What follows belongs to an exercise in optimizing a design on an open flow for small area; a production flow would make more cautious choices.
At most, simulation tests tie the RTL to the original design; equivalence was not proved.
For run 2, only the layout was checked, not whether the RTL still works.
Power and IR drop assume default switching activity.

**design.v**
```verilog
`default_nettype none
`default_nettype wire
`default_nettype none
package scan_pkg;
    typedef logic [15:0] distance_t;
    typedef logic [15:0] angle_t;
    typedef struct packed {
        angle_t      fsa;
        angle_t      lsa;
        logic [7:0]  count;
        logic [7:0]  min_idx;
        logic [7:0]  max_idx;
    } scan_summary_t;
    typedef struct packed {
        logic [15:0] alert;
        angle_t      min_angle;
        angle_t      max_angle;
    } scan_report_t;
endpackage
`default_nettype wire
`timescale 1ns/1ps
`default_nettype none
module scan_top (
    input  logic clk,
    input  logic TxD_reset,
    input  logic rx_serial,
    output logic tx_serial,
    output logic tx_busy
);
    logic [3:0] sc_q;       
    logic       tick;
    assign tick = (sc_q == 4'd15);
    always_ff @(posedge clk) begin
        sc_q <= sc_q + 4'd1;
    end
    logic [3:0] rb_q;
    logic       dv;
    logic [2:0] j;
    logic       b;
    assign b  = rx_serial;
    assign dv = tick & ~rb_q[3];
    assign j  = rb_q[2:0];
    always_ff @(posedge clk) begin
        if (TxD_reset) begin
            rb_q <= 4'd9;
        end else if (tick) begin
            if (rb_q == 4'd9) rb_q <= b ? 4'd9 : 4'd0;
            else rb_q <= rb_q + 4'd1;
        end
    end
    localparam logic [2:0] HA = 3'd0, HB = 3'd1, CN = 3'd2, FS = 3'd3, LS = 3'd4, SM = 3'd5;
    logic [2:0]  st_q;
    logic        hi_q;
    logic [3:0]  k;
    logic        byte_done;
    logic        field_done;
    assign k          = {hi_q, j};
    assign byte_done  = dv & (j == 3'd7);
    assign field_done = byte_done & hi_q;
    logic [7:0]  den_q;
    logic [7:0]  idx_q;
    logic [15:0] a_q;       
    logic [15:0] s_q;       
    logic [8:0]  r_q;       
    logic [8:0]  e_q;       
    logic        d_q;       
    logic        c_q;       
    logic        first;     
    logic        last;      
    logic [2:0][15:0] p_q;
    logic [2:0]  mi_q;      
    logic [2:0]  ma_q;      
    logic [2:0]  fr;        
    logic        maxv_q;    
    logic        lt_q, gt_q, nz_q, nr_q;
    logic [15:0] mina_q;    
    logic [15:0] maxa_q;
    logic [15:0] mask_q;
    localparam logic [2:0] Q_IDLE = 3'd0, Q_DIV = 3'd1, Q_COR = 3'd2, Q_E1 = 3'd3,
                           Q_E2 = 3'd4, Q_A = 3'd5;
    logic [2:0]  sq_q;
    logic        p9;        
    logic        p0;
    logic        dbit;      
    logic        dsub;      
    logic        den0;
    assign p9   = ~sc_q[3] | (sc_q == 4'd8);
    assign p0   = (sc_q == 4'd0);
    assign dbit = ~sc_q[3] & den_q[0];
    assign den0 = (den_q == 8'd0);
    assign dsub = (tb_q == 4'd15) | s_q[0];
    logic fa_x, fa_y, fa_c, fa_s, fa_co;
    always_comb begin
        fa_x = b;
        fa_y = 1'b0;
        fa_c = c_q;
        case (sq_q)
            Q_A:   begin fa_x = a_q[0]; fa_y = s_q[0]; if (p0) fa_c = nz_q & ~first; end
            Q_E1:  begin fa_x = e_q[0]; fa_y = ~sc_q[3] & r_q[0]; if (p0) fa_c = 1'b0; end
            Q_E2:  begin fa_x = e_q[0]; fa_y = nz_q & ~dbit; if (p0) fa_c = nz_q; end
            Q_DIV: begin fa_x = p0 ? s_q[15] : d_q; fa_y = dbit ^ dsub; if (p0) fa_c = dsub; end
            Q_COR: begin fa_x = r_q[0]; fa_y = dbit & ~s_q[0]; if (p0) fa_c = 1'b0; end
            default: begin
                case (st_q)
                    CN: begin fa_y = 1'b1; if (k == 4'd0) fa_c = 1'b0; end
                    FS: begin fa_x = ~(~k[3] & den_q[0]); if (k == 4'd0) fa_c = 1'b1; end
                    default: begin fa_y = ~a_q[0]; if (k == 4'd0) fa_c = 1'b1; end
                endcase
            end
        endcase
        {fa_co, fa_s} = fa_x + fa_y + fa_c;
    end
    logic rot9;             
    logic rot_den;          
    assign rot9    = (sq_q == Q_DIV || sq_q == Q_COR || sq_q == Q_E1 || sq_q == Q_E2) && p9;
    assign rot_den = (rot9 && ~sc_q[3] && sq_q != Q_E1) || (dv && st_q == FS && ~k[3]);
    logic hbit_ok;
    logic hmatch;
    assign hbit_ok = (b == (j[0] ^ (st_q == HB)));
    assign hmatch  = ((j == 3'd0) | c_q) & hbit_ok;
    logic m_bit, x_bit;
    logic lt_n, gt_n, nz_n, nr_n;
    logic take_min, take_max;
    assign fr    = ~(mi_q | ma_q);
    assign m_bit = |(mi_q & {p_q[2][0], p_q[1][0], p_q[0][0]});
    assign x_bit = |(ma_q & {p_q[2][0], p_q[1][0], p_q[0][0]});
    assign lt_n  = (b ^ m_bit) ? m_bit : ((k != 4'd0) & lt_q);
    assign gt_n  = (b ^ x_bit) ? b     : ((k != 4'd0) & gt_q);
    assign nz_n  = b | ((k != 4'd0) & nz_q);
    assign nr_n  = ~b & ((k == 4'd7) | nr_q);
    assign take_min = nz_n & lt_n;
    assign take_max = nz_n & (~maxv_q | gt_n);
    assign first    = (idx_q == 8'd0);
    assign last     = (idx_q == den_q);
    logic smp_done;
    assign smp_done = (st_q == SM) & field_done;
    logic tx_start;
    assign tx_start = (sq_q == Q_A) & tick & (st_q != SM);
    logic        busy_q;
    logic [3:0]  tb_q;
    logic [2:0]  tf_q;
    always_ff @(posedge clk) begin
        if (TxD_reset) begin
            st_q <= HA;
            sq_q <= Q_IDLE;
        end else begin
            if (byte_done) begin
                case (st_q)
                    HA: if (hmatch) st_q <= HB;
                    HB: st_q <= hmatch ? CN : HA;
                    CN: st_q <= FS;
                    FS: if (hi_q) st_q <= LS;
                    LS: if (hi_q) st_q <= SM;
                    SM: if (hi_q && last) st_q <= HA;
                    default: st_q <= HA;
                endcase
            end
            if (tick) begin
                case (sq_q)
                    Q_DIV:  if (tb_q == 4'd14) sq_q <= Q_COR;
                    Q_COR:  sq_q <= den0 ? Q_A : Q_IDLE;
                    Q_E1:   sq_q <= Q_E2;
                    Q_E2:   sq_q <= Q_A;
                    Q_A:    sq_q <= Q_IDLE;
                    default: begin
                        if (st_q == LS && field_done) sq_q <= Q_DIV;
                        else if (smp_done) sq_q <= last ? Q_A : Q_E1;
                    end
                endcase
            end
        end
    end
    always_ff @(posedge clk) begin
        if (byte_done) begin
            hi_q <= (st_q == CN || st_q == HA || st_q == HB) ? 1'b0 : ~hi_q;
        end
        if (sq_q == Q_A || rot9) c_q <= fa_co;
        else if (dv) begin
            if (st_q == HA || st_q == HB) c_q <= hmatch;
            else c_q <= fa_co;
        end
        d_q <= r_q[0];
        if (dv && st_q == CN) den_q <= {fa_s, den_q[7:1]};
        else if (rot_den) den_q <= {den_q[0], den_q[7:1]};
        if (dv && st_q == FS) idx_q <= {1'b0, idx_q[7:1]};
        else if (sq_q == Q_E1 && ~sc_q[3]) idx_q <= {idx_q[0] ^ (nz_q | p0), idx_q[7:1]};
        if (dv && st_q == FS) a_q <= {b, a_q[15:1]};
        else if ((dv && st_q == LS) || sq_q == Q_A)
            a_q <= {(sq_q == Q_A) ? fa_s : a_q[0], a_q[15:1]};
        if (dv && st_q == LS) s_q <= {fa_s, s_q[15:1]};
        else if (sq_q == Q_DIV && sc_q == 4'd8) s_q <= {s_q[14:0], ~fa_s | den0};
        else if (sq_q == Q_A) s_q <= {s_q[0], s_q[15:1]};
        if (dv && st_q == FS) begin
            r_q <= {1'b0, r_q[8:1]};
            if (k <= 4'd8) e_q <= {fa_s, e_q[8:1]};
        end else begin
            if ((sq_q == Q_DIV || sq_q == Q_COR) && p9) r_q <= {fa_s, r_q[8:1]};
            else if (sq_q == Q_E1 && p9) r_q <= {r_q[0], r_q[8:1]};
            if ((sq_q == Q_E1 || sq_q == Q_E2) && p9) e_q <= {fa_s, e_q[8:1]};
        end
        for (int r = 0; r < 3; r++) begin
            if (dv && (st_q == FS || st_q == LS)) begin
                p_q[r] <= {mi_q[r], p_q[r][15:1]};
            end else if (dv && st_q == SM) begin
                p_q[r] <= {(mi_q[r] || (ma_q[r] && maxv_q)) ? p_q[r][0] : b, p_q[r][15:1]};
            end
        end
        if (dv && st_q == SM) begin
            lt_q <= smp_done ? (take_min | first) : lt_n;
            gt_q <= smp_done ? (take_max | first) : gt_n;
            nz_q <= nz_n;
            nr_q <= nr_n;
        end else if (sq_q == Q_E1 && ~sc_q[3]) begin
            nz_q <= idx_q[0] & (nz_q | p0);
        end else if (sq_q == Q_E1 && sc_q == 4'd8) begin
            nz_q <= ~fa_s;      
        end
        if (st_q == CN) begin
            mi_q   <= 3'b001;
            ma_q   <= 3'b010;
            maxv_q <= 1'b0;
        end else if (smp_done) begin
            if (take_min) mi_q <= fr;
            if (take_max) begin
                if (maxv_q) ma_q <= fr;
                maxv_q <= 1'b1;
            end
        end
    end
    logic        bit_end;
    logic        tx_data;
    logic        txbit;
    assign bit_end = busy_q & tick;
    assign tx_data = ~tb_q[3];
    always_comb begin
        if (tf_q[2])      txbit = maxa_q[0];
        else if (tf_q[1]) txbit = mina_q[0];
        else              txbit = mask_q[0];
    end
    assign tx_serial = ~busy_q | (tb_q[3] ? ~tb_q[0] : txbit);
    assign tx_busy   = busy_q;
    always_ff @(posedge clk) begin
        if (TxD_reset) begin
            busy_q <= 1'b0;
        end else if (tx_start) begin
            busy_q <= 1'b1;
        end else if (bit_end && tb_q == 4'd8 && tf_q == 3'd5) begin
            busy_q <= 1'b0;
        end
    end
    always_ff @(posedge clk) begin
        if (tx_start || (st_q == LS && field_done)) begin
            tb_q <= 4'd15;
            tf_q <= 3'd0;
        end else if (bit_end || (tick && sq_q == Q_DIV)) begin
            tb_q <= (tb_q == 4'd8 && busy_q) ? 4'd15 : tb_q + 4'd1;
            if (tb_q == 4'd8) tf_q <= tf_q + 3'd1;
        end
    end
    always_ff @(posedge clk) begin
        if (smp_done && nz_n && idx_q[7:4] == 4'd0) mask_q <= {nr_n, mask_q[15:1]};
        else if ((dv && (st_q == FS || st_q == LS)) || (bit_end && tx_data && tf_q[2:1] == 2'b00))
            mask_q <= {1'b0, mask_q[15:1]};
    end
    always_ff @(posedge clk) begin
        if ((sq_q == Q_A && lt_q) || (bit_end && tx_data && tf_q[2:1] == 2'b01))
            mina_q <= {a_q[0], mina_q[15:1]};
        if ((sq_q == Q_A && gt_q) || (bit_end && tx_data && tf_q[2] == 1'b1))
            maxa_q <= {a_q[0], maxa_q[15:1]};
    end
endmodule
`default_nettype wire
```
**flow/run.sh**
```bash
#!/bin/bash
set -euo pipefail
bash standard.sh finish "CTS_ARGS=-sink_clustering_enable -repair_clock_nets -dont_use_dummy_load -buf_list {sky130_fd_sc_hd__clkbuf_4 sky130_fd_sc_hd__clkbuf_8}" > run_make.log 2>&1
```
**standard.sh**
```bash
#!/bin/bash
# synth_recipe.tcl (not shown) runs the flow's synth.tcl, then flattens the netlist and writes it again
# the make line also repeats each setting of config.mk as NAME=value (left out here)
make -C /OpenROAD-flow-scripts/flow DESIGN_CONFIG=/design/flow/config.mk WORK_HOME=/design/flow/orfs CLKGATE_MAP_FILE= SYNTH_SCRIPT=/design/flow/synth_recipe.tcl "${@:-finish}"
```
**config.mk**
```make
export PLATFORM = sky130hd
export DESIGN_NAME = scan_top
export DESIGN_NICKNAME = scan_top
export VERILOG_FILES = /design/flow/design.v
export SDC_FILE = /design/flow/constraint.sdc
export NUM_CORES = 4
export LEC_CHECK = 0
export CAP_MARGIN = 20
export CORE_MARGIN = 2
export CORE_UTILIZATION = 70
export CTS_BUF_LIST = sky130_fd_sc_hd__clkbuf_4 sky130_fd_sc_hd__clkbuf_8
export SLEW_MARGIN = 20
```
**constraint.sdc**
```tcl
create_clock -name core_clock -period 10.0 [get_ports {clk}]
set_input_delay 2.0000 -clock core_clock [delete_from_list [all_inputs] [get_ports {clk}]]
set_output_delay 2.0000 -clock core_clock [all_outputs]
set_load 0.01 [all_outputs]
```
==> flow_summary.yaml, run 1 <==
die:
  initial_core_util_pct: 71.8
  die_w_um: 109
  fp.dieH_um: 109
  core_area_um2: 10800
  io_pins: 5
  rows: 38
  die-area_um2: 12000
power_and_ir_drop:
  clkPwrFrac_pct: 20.2
  p_sw_share_pct: 28.6
  leakagePower_nw: 2.66
  power_density_nw_per_um2: 230
  p_sw_uw: 538
  p_total_mw: 1.88
  vdd_drop_max_uv: 163
  seqPwrFrac_pct: 62.1
  combPwrFrac_pct: 17.8
  p_int_mw: 1.34
global_routing:
  overflow: 0
  grt_first_pass_wirelength_um: 22900
  grt_use_total_pct: 26.7
  grt_pass1_vias: 4191
  antenna_found_initial: 0
  grt_start_max_net_pins: 49
worst_setup_path:
  endpoint_kind: "register"
  arrival_ps: 4220
  cp_max_fo: 16
  cp.required_ps: 10080
  path_class: "primary input to register"
  start_kind: "primary input"
cells_and_area:
  area_delta_synth_final_pct: 4.81
  diodes: 0
  nNetsFinal: 565
  fillers: 657
  drive_gt1_share_pct: 7.09
  fin_util_pct: 75.3
logic_synthesis:
  synth_edf_count: 166
  syn-num-nets: 563
  synth_cell_types: 60
  syn_area_per_cell_um2: 14.2
  synth_cells: 550
  synthFlopType: "edfxtp_1"
  async_reset_ff_share_pct: 0
  syn_area_um2: 7780
  ys_seq_area_share_pct: 72.3
  yosys_register_bits: 198
  ys_warn_count: 1
detailed_routing:
  drt-met1-wl_um: 6440
  route.met2.wl_um: 6930
  drc: 0
  firstDrtPassIters: 5
  ant_nets: 0
  finalWirelength_um: 14600
  first_iter_violations: 424
  vias: 4447
  routedWlPerCell_um: 21.2
  dr_wl_met3_um: 928
  viasPerCell: 6.44
  top_layer: "met4"
cts:
  post_cts_buffers: 0
  numCtsBuffers: 17
  postCtsResizedCells: 0
  cts-root-buf: "clkbuf_8"
  cts_tree: "yes"
  ctsHtreeMaxLevel: 4
  clock_path_buffers: 2
  cts_sinks: 198
  clk_pin_slew_ps: 80
  worstSkewPairLatency_ps: 470
  cts_hold_buf: 0
timing:
  worst_slack_ps: 5860
  period_share_pct: 41.4
  finalSetupTns_ps: 0
  drv_slew: 0
  hold_viol: 0
  maxSlewHeadroom_pct: 30.9
  worst-slew-pin-transition_ps: 1040
  fmax_ghz: 0.242
  setup_viol: 0
  layout_min_cycle_time_ps: 4140
  rsz0062_at_grt: "false"
  finClkSkew_ps: 21.9
place:
  port_buffers: 4
  post-dp-hpwl_um: 9890
  gp_congestion: 0.918
  preCtsSetupSlack_ps: 5420
worst_hold_path:
  hp-class: "register to register"
run:
  maxCapViolations: 0
status:
  outcome: "timing/DRC/antenna clean"
flip-flops by register name, summed over array words and instances (netlist names), 4 cells and up:
name / count
p_q: 48
a_q: 16
mask_q: 16
maxa_q: 16
mina_q: 16
s_q: 16
e_q: 9
r_q: 9
den_q: 8
idx_q: 8
rb_q: 4
sc_q: 4
tb_q: 4
path summary, 6_finish.rpt:
kind / start / endpoint / slack [ps] / cells past startpoint
min: r_q[4] / r_q[3] / 410 / 0
max reg2reg: idx_q[5] / nz_q / 6430 / 9
max: rx_serial / mask_q[2] / 5860 / 4
min reg2reg: r_q[4] / r_q[3] / 410 / 0
cell type report:
type	count	area, µm²	share of cell area (%)
clock buffers	17	234	2.87
multi-input cells	312	2010	24.6
repair buffers	5	47.5	0.583
inverters	18	67.6	0.828
flip-flops and latches	198	5630	68.9
well taps	140	175	2.15
cell usage in the layout, fill, tap and decap left out, types with 4 or more instances in the layout:
| master | instances |
|---|---|
| inv_1 | 18 |
| o22ai_1 | 4 |
| nand2b_1 | 5 |
| nand3_1 | 18 |
| and2_1 | 4 |
| edfxtp_1 | 166 |
| xor2_1 | 13 |
| nand2_1 | 39 |
| nor2_1 | 47 |
| nand3b_1 | 5 |
| mux2_2 | 14 |
| nand4_1 | 4 |
| mux2i_1 | 10 |
| nor3_1 | 6 |
| a211oi_1 | 4 |
| a21oi_1 | 32 |
| clkbuf_8 | 17 |
| o21ai_0 | 19 |
| or3_1 | 4 |
| dfxtp_1 | 32 |
| nor4_1 | 7 |
| clkdlybuf4s50_1 | 4 |
| a31oi_1 | 10 |
| nor2b_1 | 6 |
| ha_1 | 9 |
synthesized netlist by cell type, drive strengths merged, types with 3 or more instances:
| cell | n | share of area (%) |
|---|---|---|
| a211oi | 4 | 0.39 |
| a21oi | 33 | 2.1 |
| a31oi | 10 | 0.80 |
| and2 | 4 | 0.32 |
| buf | 6 | 0.43 |
| clkbuf | 16 | 0.77 |
| dfxtp | 32 | 8.2 |
| edfxtp | 166 | 64 |
| ha | 9 | 1.4 |
| inv | 18 | 0.87 |
| mux2 | 14 | 2.0 |
| mux2i | 10 | 1.3 |
| nand2 | 39 | 1.9 |
| nand2b | 5 | 0.40 |
| nand3 | 18 | 1.2 |
| nand3b | 5 | 0.48 |
| nand4 | 4 | 0.32 |
| nor2 | 47 | 2.3 |
| nor2b | 6 | 0.48 |
| nor3 | 8 | 0.72 |
| nor4 | 7 | 0.56 |
| o211ai | 3 | 0.29 |
| o21a | 3 | 0.29 |
| o21ai | 21 | 1.4 |
| o22ai | 4 | 0.32 |
| o32a | 3 | 0.39 |
| o41ai | 3 | 0.34 |
| or3 | 4 | 0.32 |
| xnor2 | 3 | 0.34 |
| xor2 | 13 | 1.5 |
power groups by stage:
| stage | sequential (mW) | clock, mW | combinational, mW |
|---|---|---|---|
| 2_1_floorplan | 1.12 | 0 | 0.275 |
| 3_3_place_gp | 1.17 | 0 | 0.305 |
| 3_5_place_dp | 1.18 | 0 | 0.330 |
| 4_1_cts | 1.16 | 0.386 | 0.332 |
| 5_1_grt | 1.18 | 0.414 | 0.371 |
| 6_report | 1.17 | 0.379 | 0.334 |
layer usage:
layer	GRT usage [%]	vias up
li1	-	2062
met2	39.9	165
met5	0	-
met1	38.0	2195
met3	6.76	25
met4	11.1	0
critical path, cell delays in order:
cell	delay (ps)
clkdlybuf4s50_1	840
inv_1	170
a2111oi_2	480
a221o_1	720
metrics by stage:
stage / std cells / cell area [µm²] / hold slack (ps)
after floorplan: 550 / 7780 / 392
after global placement: 673 / 7930 / 402
after detailed placement: 673 / 7930 / 405
after CTS: 690 / 8160 / 408
after global routing: 690 / 8160 / 424
final: 690 / 8160 / 405
cell families after synthesis:
logic type               synth area share, %
AND/OR/NAND/NOR                         10.0
adder cells (fa/ha/maj)                 1.96
AO/OA/AOI/OAI                           8.60
flip-flops                              72.3
XOR/XNOR                                1.80
multiplexers                            3.31
buffers and inverters                   2.07
==> run 2: changes to the inputs <==
--- a/design.v
+++ b/design.v
@@ -73,6 +73,11 @@
     logic [2:0]  fr;        
     logic        maxv_q;    
     logic        lt_q, gt_q, nz_q, nr_q;
+    logic        dq_q;      
+    logic        bl_q;
+    logic        pend_q;
+    logic [3:0]  kl;
+    logic        act;
     logic [15:0] mina_q;    
     logic [15:0] maxa_q;
     logic [15:0] mask_q;
@@ -95,9 +100,9 @@
         fa_y = 1'b0;
         fa_c = c_q;
         case (sq_q)
-            Q_A:   begin fa_x = a_q[0]; fa_y = s_q[0]; if (p0) fa_c = nz_q & ~first; end
+            Q_A:   begin fa_x = a_q[0]; fa_y = s_q[0]; if (p0) fa_c = dq_q & ~first; end
             Q_E1:  begin fa_x = e_q[0]; fa_y = ~sc_q[3] & r_q[0]; if (p0) fa_c = 1'b0; end
-            Q_E2:  begin fa_x = e_q[0]; fa_y = nz_q & ~dbit; if (p0) fa_c = nz_q; end
+            Q_E2:  begin fa_x = e_q[0]; fa_y = dq_q & ~dbit; if (p0) fa_c = dq_q; end
             Q_DIV: begin fa_x = p0 ? s_q[15] : d_q; fa_y = dbit ^ dsub; if (p0) fa_c = dsub; end
             Q_COR: begin fa_x = r_q[0]; fa_y = dbit & ~s_q[0]; if (p0) fa_c = 1'b0; end
             default: begin
@@ -124,16 +129,18 @@
     assign fr    = ~(mi_q | ma_q);
     assign m_bit = |(mi_q & {p_q[2][0], p_q[1][0], p_q[0][0]});
     assign x_bit = |(ma_q & {p_q[2][0], p_q[1][0], p_q[0][0]});
-    assign lt_n  = (b ^ m_bit) ? m_bit : ((k != 4'd0) & lt_q);
-    assign gt_n  = (b ^ x_bit) ? b     : ((k != 4'd0) & gt_q);
-    assign nz_n  = b | ((k != 4'd0) & nz_q);
-    assign nr_n  = ~b & ((k == 4'd7) | nr_q);
+    assign kl    = {hi_q ^ (rb_q == 4'd8), rb_q[2:0] - 3'd1};
+    assign act   = pend_q & (sc_q == kl);
+    assign lt_n  = (bl_q ^ m_bit) ? m_bit : ((kl != 4'd0) & lt_q);
+    assign gt_n  = (bl_q ^ x_bit) ? bl_q  : ((kl != 4'd0) & gt_q);
+    assign nz_n  = bl_q | ((kl != 4'd0) & nz_q);
+    assign nr_n  = ~bl_q & ((kl == 4'd7) | nr_q);
     assign take_min = nz_n & lt_n;
     assign take_max = nz_n & (~maxv_q | gt_n);
     assign first    = (idx_q == 8'd0);
     assign last     = (idx_q == den_q);
     logic smp_done;
-    assign smp_done = (st_q == SM) & field_done;
+    assign smp_done = act & (kl == 4'd15);
     logic tx_start;
     assign tx_start = (sq_q == Q_A) & tick & (st_q != SM);
     logic        busy_q;
@@ -141,9 +148,12 @@
     logic [2:0]  tf_q;
     always_ff @(posedge clk) begin
         if (TxD_reset) begin
-            st_q <= HA;
-            sq_q <= Q_IDLE;
+            st_q   <= HA;
+            sq_q   <= Q_IDLE;
+            pend_q <= 1'b0;
         end else begin
+            if (dv && st_q == SM) pend_q <= 1'b1;
+            else if (act) pend_q <= 1'b0;
             if (byte_done) begin
                 case (st_q)
                     HA: if (hmatch) st_q <= HB;
@@ -159,9 +169,9 @@
                 case (sq_q)
                     Q_DIV:  if (tb_q == 4'd14) sq_q <= Q_COR;
                     Q_COR:  sq_q <= den0 ? Q_A : Q_IDLE;
-                    Q_E1:   sq_q <= Q_E2;
-                    Q_E2:   sq_q <= Q_A;
-                    Q_A:    sq_q <= Q_IDLE;
+                    Q_E1:   sq_q <= Q_A;
+                    Q_A:    sq_q <= (st_q == SM) ? Q_E2 : Q_IDLE;
+                    Q_E2:   sq_q <= Q_IDLE;
                     default: begin
                         if (st_q == LS && field_done) sq_q <= Q_DIV;
                         else if (smp_done) sq_q <= last ? Q_A : Q_E1;
@@ -199,22 +209,23 @@
             if ((sq_q == Q_E1 || sq_q == Q_E2) && p9) e_q <= {fa_s, e_q[8:1]};
         end
         for (int r = 0; r < 3; r++) begin
-            if (dv && (st_q == FS || st_q == LS)) begin
+            if (st_q == FS || st_q == LS)
                 p_q[r] <= {mi_q[r], p_q[r][15:1]};
-            end else if (dv && st_q == SM) begin
-                p_q[r] <= {(mi_q[r] || (ma_q[r] && maxv_q)) ? p_q[r][0] : b, p_q[r][15:1]};
-            end
-        end
-        if (dv && st_q == SM) begin
+            else if (act && !(mi_q[r] || (ma_q[r] && maxv_q)))
+                p_q[r] <= {bl_q, p_q[r][15:1]};
+            else
+                p_q[r] <= {p_q[r][0], p_q[r][15:1]};
+        end
+        if (dv) bl_q <= b;
+        if (act) begin
             lt_q <= smp_done ? (take_min | first) : lt_n;
             gt_q <= smp_done ? (take_max | first) : gt_n;
             nz_q <= nz_n;
             nr_q <= nr_n;
         end else if (sq_q == Q_E1 && ~sc_q[3]) begin
             nz_q <= idx_q[0] & (nz_q | p0);
-        end else if (sq_q == Q_E1 && sc_q == 4'd8) begin
-            nz_q <= ~fa_s;      
-        end
+        end
+        if (sq_q == Q_E1 && sc_q == 4'd8) dq_q <= ~fa_s;
         if (st_q == CN) begin
             mi_q   <= 3'b001;
             ma_q   <= 3'b010;
@@ -228,25 +239,39 @@
         end
     end
     logic        bit_end;
-    logic        tx_data;
-    logic        txbit;
-    assign bit_end = busy_q & tick;
-    assign tx_data = ~tb_q[3];
-    always_comb begin
-        if (tf_q[2])      txbit = maxa_q[0];
-        else if (tf_q[1]) txbit = mina_q[0];
-        else              txbit = mask_q[0];
-    end
-    assign tx_serial = ~busy_q | (tb_q[3] ? ~tb_q[0] : txbit);
+    logic        next_data;   
+    logic [3:0]  nidx;        
+    logic        ring_bit;
+    logic        txd_q;
+    logic        txo_q;
+    assign bit_end   = busy_q & tick;
+    assign next_data = tb_q[3] ? tb_q[0] : (tb_q[2:0] != 3'd7);
+    assign nidx      = {tf_q[0], tb_q[2:0] + 3'd1};
+    assign ring_bit  = tf_q[2] ? maxa_q[0] : mina_q[0];
+    assign tx_serial = txo_q;
     assign tx_busy   = busy_q;
     always_ff @(posedge clk) begin
         if (TxD_reset) begin
             busy_q <= 1'b0;
+            txo_q  <= 1'b1;
         end else if (tx_start) begin
             busy_q <= 1'b1;
-        end else if (bit_end && tb_q == 4'd8 && tf_q == 3'd5) begin
-            busy_q <= 1'b0;
-        end
+            txo_q  <= 1'b0;
+        end else if (bit_end) begin
+            if (tb_q == 4'd8) begin
+                txo_q <= (tf_q == 3'd5);
+                if (tf_q == 3'd5) busy_q <= 1'b0;
+            end else if (!next_data) begin
+                txo_q <= 1'b1;
+            end else if (tf_q[2:1] == 2'b00) begin
+                txo_q <= mask_q[0];
+            end else begin
+                txo_q <= (nidx == 4'd15) ? ring_bit : txd_q;
+            end
+        end
+    end
+    always_ff @(posedge clk) begin
+        if (sc_q == nidx) txd_q <= ring_bit;
     end
     always_ff @(posedge clk) begin
         if (tx_start || (st_q == LS && field_done)) begin
@@ -259,14 +284,12 @@
     end
     always_ff @(posedge clk) begin
         if (smp_done && nz_n && idx_q[7:4] == 4'd0) mask_q <= {nr_n, mask_q[15:1]};
-        else if ((dv && (st_q == FS || st_q == LS)) || (bit_end && tx_data && tf_q[2:1] == 2'b00))
+        else if ((dv && (st_q == FS || st_q == LS)) || (bit_end && next_data && tb_q != 4'd8 && tf_q[2:1] == 2'b00))
             mask_q <= {1'b0, mask_q[15:1]};
     end
     always_ff @(posedge clk) begin
-        if ((sq_q == Q_A && lt_q) || (bit_end && tx_data && tf_q[2:1] == 2'b01))
-            mina_q <= {a_q[0], mina_q[15:1]};
-        if ((sq_q == Q_A && gt_q) || (bit_end && tx_data && tf_q[2] == 1'b1))
-            maxa_q <= {a_q[0], maxa_q[15:1]};
+        mina_q <= {(sq_q == Q_A && lt_q) ? a_q[0] : mina_q[0], mina_q[15:1]};
+        maxa_q <= {(sq_q == Q_A && gt_q) ? a_q[0] : maxa_q[0], maxa_q[15:1]};
     end
 endmodule
 `default_nettype wire
==> run 2 against run 1 <==
Compared with the run above:
- critical path depth grew 3
- non-clock buffer count is the same
- die area shrank 4.9%
- count of clock-buffer cells in the layout grew 13
- first-iteration DRC count shrank 34%
- utilization grew 2.1 points
- clock skew grew 47 ps
- critical path type unchanged
- highest routed layer unchanged
==> flow_summary.yaml, run 2 <==
status:
  outcome: "timing/DRC/antenna clean"
worst_setup_path:
  start_kind: "primary input"
  cp.required_ps: 10400
  endpoint_kind: "register"
  path_class: "primary input to register"
  r2r_end: "mask_q[0]"
  arrival_ps: 4310
  cp_max_fo: 6
  r2r_cells: 8
  r2r_slack_ps: 6800
  rr_startpoint: "rb_q[0]"
place:
  post-dp-hpwl_um: 8900
  gp_congestion: 0.902
  placed_cell_area_um2: 7540
  port_buffers: 4
timing:
  finClkSkew_ps: 69.1
  maxSlewHeadroom_pct: 47.0
  period_share_pct: 39.1
  finalSetupTns_ps: 0
  worst-slew-pin-transition_ps: 792
  drv_slew: 0
  fmax_ghz: 0.256
  layout_min_cycle_time_ps: 3910
  rsz0062_at_grt: "false"
  hold_viol: 0
  setup_viol: 0
logic_synthesis:
  synth_cell_types: 55
  yosys_register_bits: 203
  syn_area_per_cell_um2: 12.6
  synth_cells: 586
  synthFlopType: "dfxtp_1"
  synthTopCellsByCount: "dfxtp_1, edfxtp_1, nor2_1"
  yosysMostFrequentCell: "dfxtp_1"
  syn-num-nets: 608
  synth.area.top_cells: "edfxtp_1, dfxtp_1, ha_1, mux2_2, nor2_1"
  ys_warn_count: 1
  synth_top_area_share_pct: 36.2
  ys_seq_area_share_pct: 67.0
  synth_largest_area_cell: "edfxtp_1"
  async_reset_ff_share_pct: 0
  syn_area_um2: 7390
  synth_edf_count: 89
run:
  maxCapViolations: 0
cells_and_area:
  largest_reg_flops: 48
  area_delta_synth_final_pct: 7.64
  most-common-layout-cells: "dfxtp_1, edfxtp_1, nor2_1"
  largest_register: "p_q"
  nNetsFinal: 627
  final_area_um2: 7960
  final_common_cell: "dfxtp_1"
  drive_gt1_share_pct: 10.1
  fillers: 619
  diodes: 0
  fin_util_pct: 77.4
detailed_routing:
  finalWirelength_um: 13300
  viasPerCell: 6.02
  first_iter_violations: 279
  vias: 4447
  drc: 0
  ant_nets: 0
  routedWlPerCell_um: 18.1
  firstDrtPassIters: 5
power_and_ir_drop:
  power_density_nw_per_um2: 240
  vdd_drop_max_uv: 167
  leakagePower_nw: 2.89
  p_total_mw: 1.91
cts:
  cts_sinks: 203
  numCtsBuffers: 30
  clock_path_buffers: 3
  ctsHtreeMaxLevel: 1
  worstSkewPairLatency_ps: 550
  postCtsResizedCells: 0
  clk_pin_slew_ps: 60
  cts_tree: "yes"
  cts-root-buf: "clkbuf_8"
  cts_hold_buf: 0
  post_cts_buffers: 0
die:
  io_pins: 5
  fp.dieH_um: 107
  rows: 37
  die-area_um2: 11400
  initial_core_util_pct: 71.9
  die_w_um: 107
  core_area_um2: 10300
global_routing:
  antenna_found_initial: 0
  grt_start_max_net_pins: 19
  grt_pass1_vias: 4371
  grt_use_total_pct: 24.3
  grt_first_pass_wirelength_um: 21800
  overflow: 0
worst_hold_path:
  hp-start: "maxa_q[5]"
  hp-class: "register to register"
  min_to: "maxa_q[4]"
  hold_depth: 0
-- run 2: cell types whose count changed in the layout (fill, tap and decap cells not counted), moves of 7 or more --
cell      before  now
a211oi_1       4   13
a21oi_1       32   21
clkbuf_8      17   30
dfxtp_1       32  114
edfxtp_1     166   89
ha_1           9   18
nand3_1       18    9
nor2_1        47   55
nor3_1         6   14
o21ai_0       19   26
xnor2_1        3   15
-- run 2: critical path: stages --
cell and delay, ps:
clkdlybuf4s50_1 580, o21ai_0 250, o22ai_1 100, a211o_1 290, fa_1 690, mux2i_1 120
a211oi_1 260
-- run 2: through the flow --
step | hold WS (ps) | setup slack (ps) | instances
floorplan | 310 | 6480 | 586
global placement | 311 | 5730 | 709
detailed placement | 312 | 5630 | 709
CTS | 280 | 6140 | 739
global route | 273 | 5960 | 739
finish | 277 | 6090 | 739
-- run 2: how the worst max path moves through the flow --
stage	start	endpoint	slack (ps)
4_1_cts	rx_serial	r_q[8]	6140
2_1_floorplan	rx_serial	a_q[15]	6480
3_5_place_dp	rx_serial	a_q[15]	5630
3_3_place_gp	rx_serial	a_q[15]	5730
5_1_grt	rx_serial	r_q[8]	5960
6_report	rx_serial	r_q[8]	6090
-- run 2: logic make-up after synthesis --
| family | after synthesis | synth area share [%] |
|---|---|---|
| flops | 203 | 67.0 |
| simple gates | 173 | 11.4 |
| compound gates | 96 | 8.33 |
| buf+inv | 37 | 1.93 |
| mux | 33 | 4.79 |
| xor+xnor | 25 | 3.15 |
| fa+ha+maj | 19 | 3.32 |
-- run 2: cell type report --
| class | instances | area [µm²] | area share (%) |
|---|---|---|---|
| inverters | 19 | 71.3 | 0.897 |
| flip-flops and latches | 203 | 4950 | 62.3 |
| repair buffers | 5 | 47.5 | 0.598 |
| multi-input cells | 346 | 2300 | 28.9 |
| clock buffers | 30 | 413 | 5.19 |
| well taps | 136 | 170 | 2.14 |
-- run 2: power breakdown --
| group | internal [mW] | leakage (nW) | switching (mW) | total (mW) |
|---|---|---|---|---|
| sequential | 1.01 | 1.68 | 0.0702 | 1.08 |
| clock | 0.263 | 0.216 | 0.261 | 0.524 |
| combinational | 0.131 | 0.993 | 0.176 | 0.308 |
-- run 2: per-layer routing --
layer	wire length, µm	GRT usage [%]	vias up	part of all wire [%]
met2	5910	37.7	175	44
met3	978	4.80	35	7.3
met4	351	7.70	0	2.6
met5	0	0	-	0
li1	-	-	2126	-
met1	6100	35.1	2111	46

-- separate check: timing with driven ports --
The results above use ideal ports. As a check the final layouts listed here were re-extracted and re-timed, cells and wires unchanged. Step 1 assumes that a clkbuf_16 drives the clock port and a buf_2 every other input. Step 2 adds t to the input delays and takes it off the output delays; t is the mean of the earliest and latest rising clock arrival at the registers after step 1. Input paths then give back, and output paths get back, about the clock's delay inside the block. a / b / c = ideal ports / drivers / drivers and shift; a / b = the first two.
run | shift t [ns] | slack for setup (ns) | hold WS [ns] | slew at the worst register clock pin (ns) | cell pins on the clock port's net
run 1 | 0.494 | 5.865 / 5.877 / 5.383 | 0.405 / 0.405 / 0.405 | 0.09 / 0.09 | 1
run 2 | 0.544 | 6.095 / 6.106 / 5.562 | 0.277 / 0.277 / 0.277 | 0.06 / 0.06 | 1
After both steps every run listed still meets setup and hold. The setup slack of run 2, which loses most, moves by +0.011 ns with the drivers and by -0.533 ns with both steps.
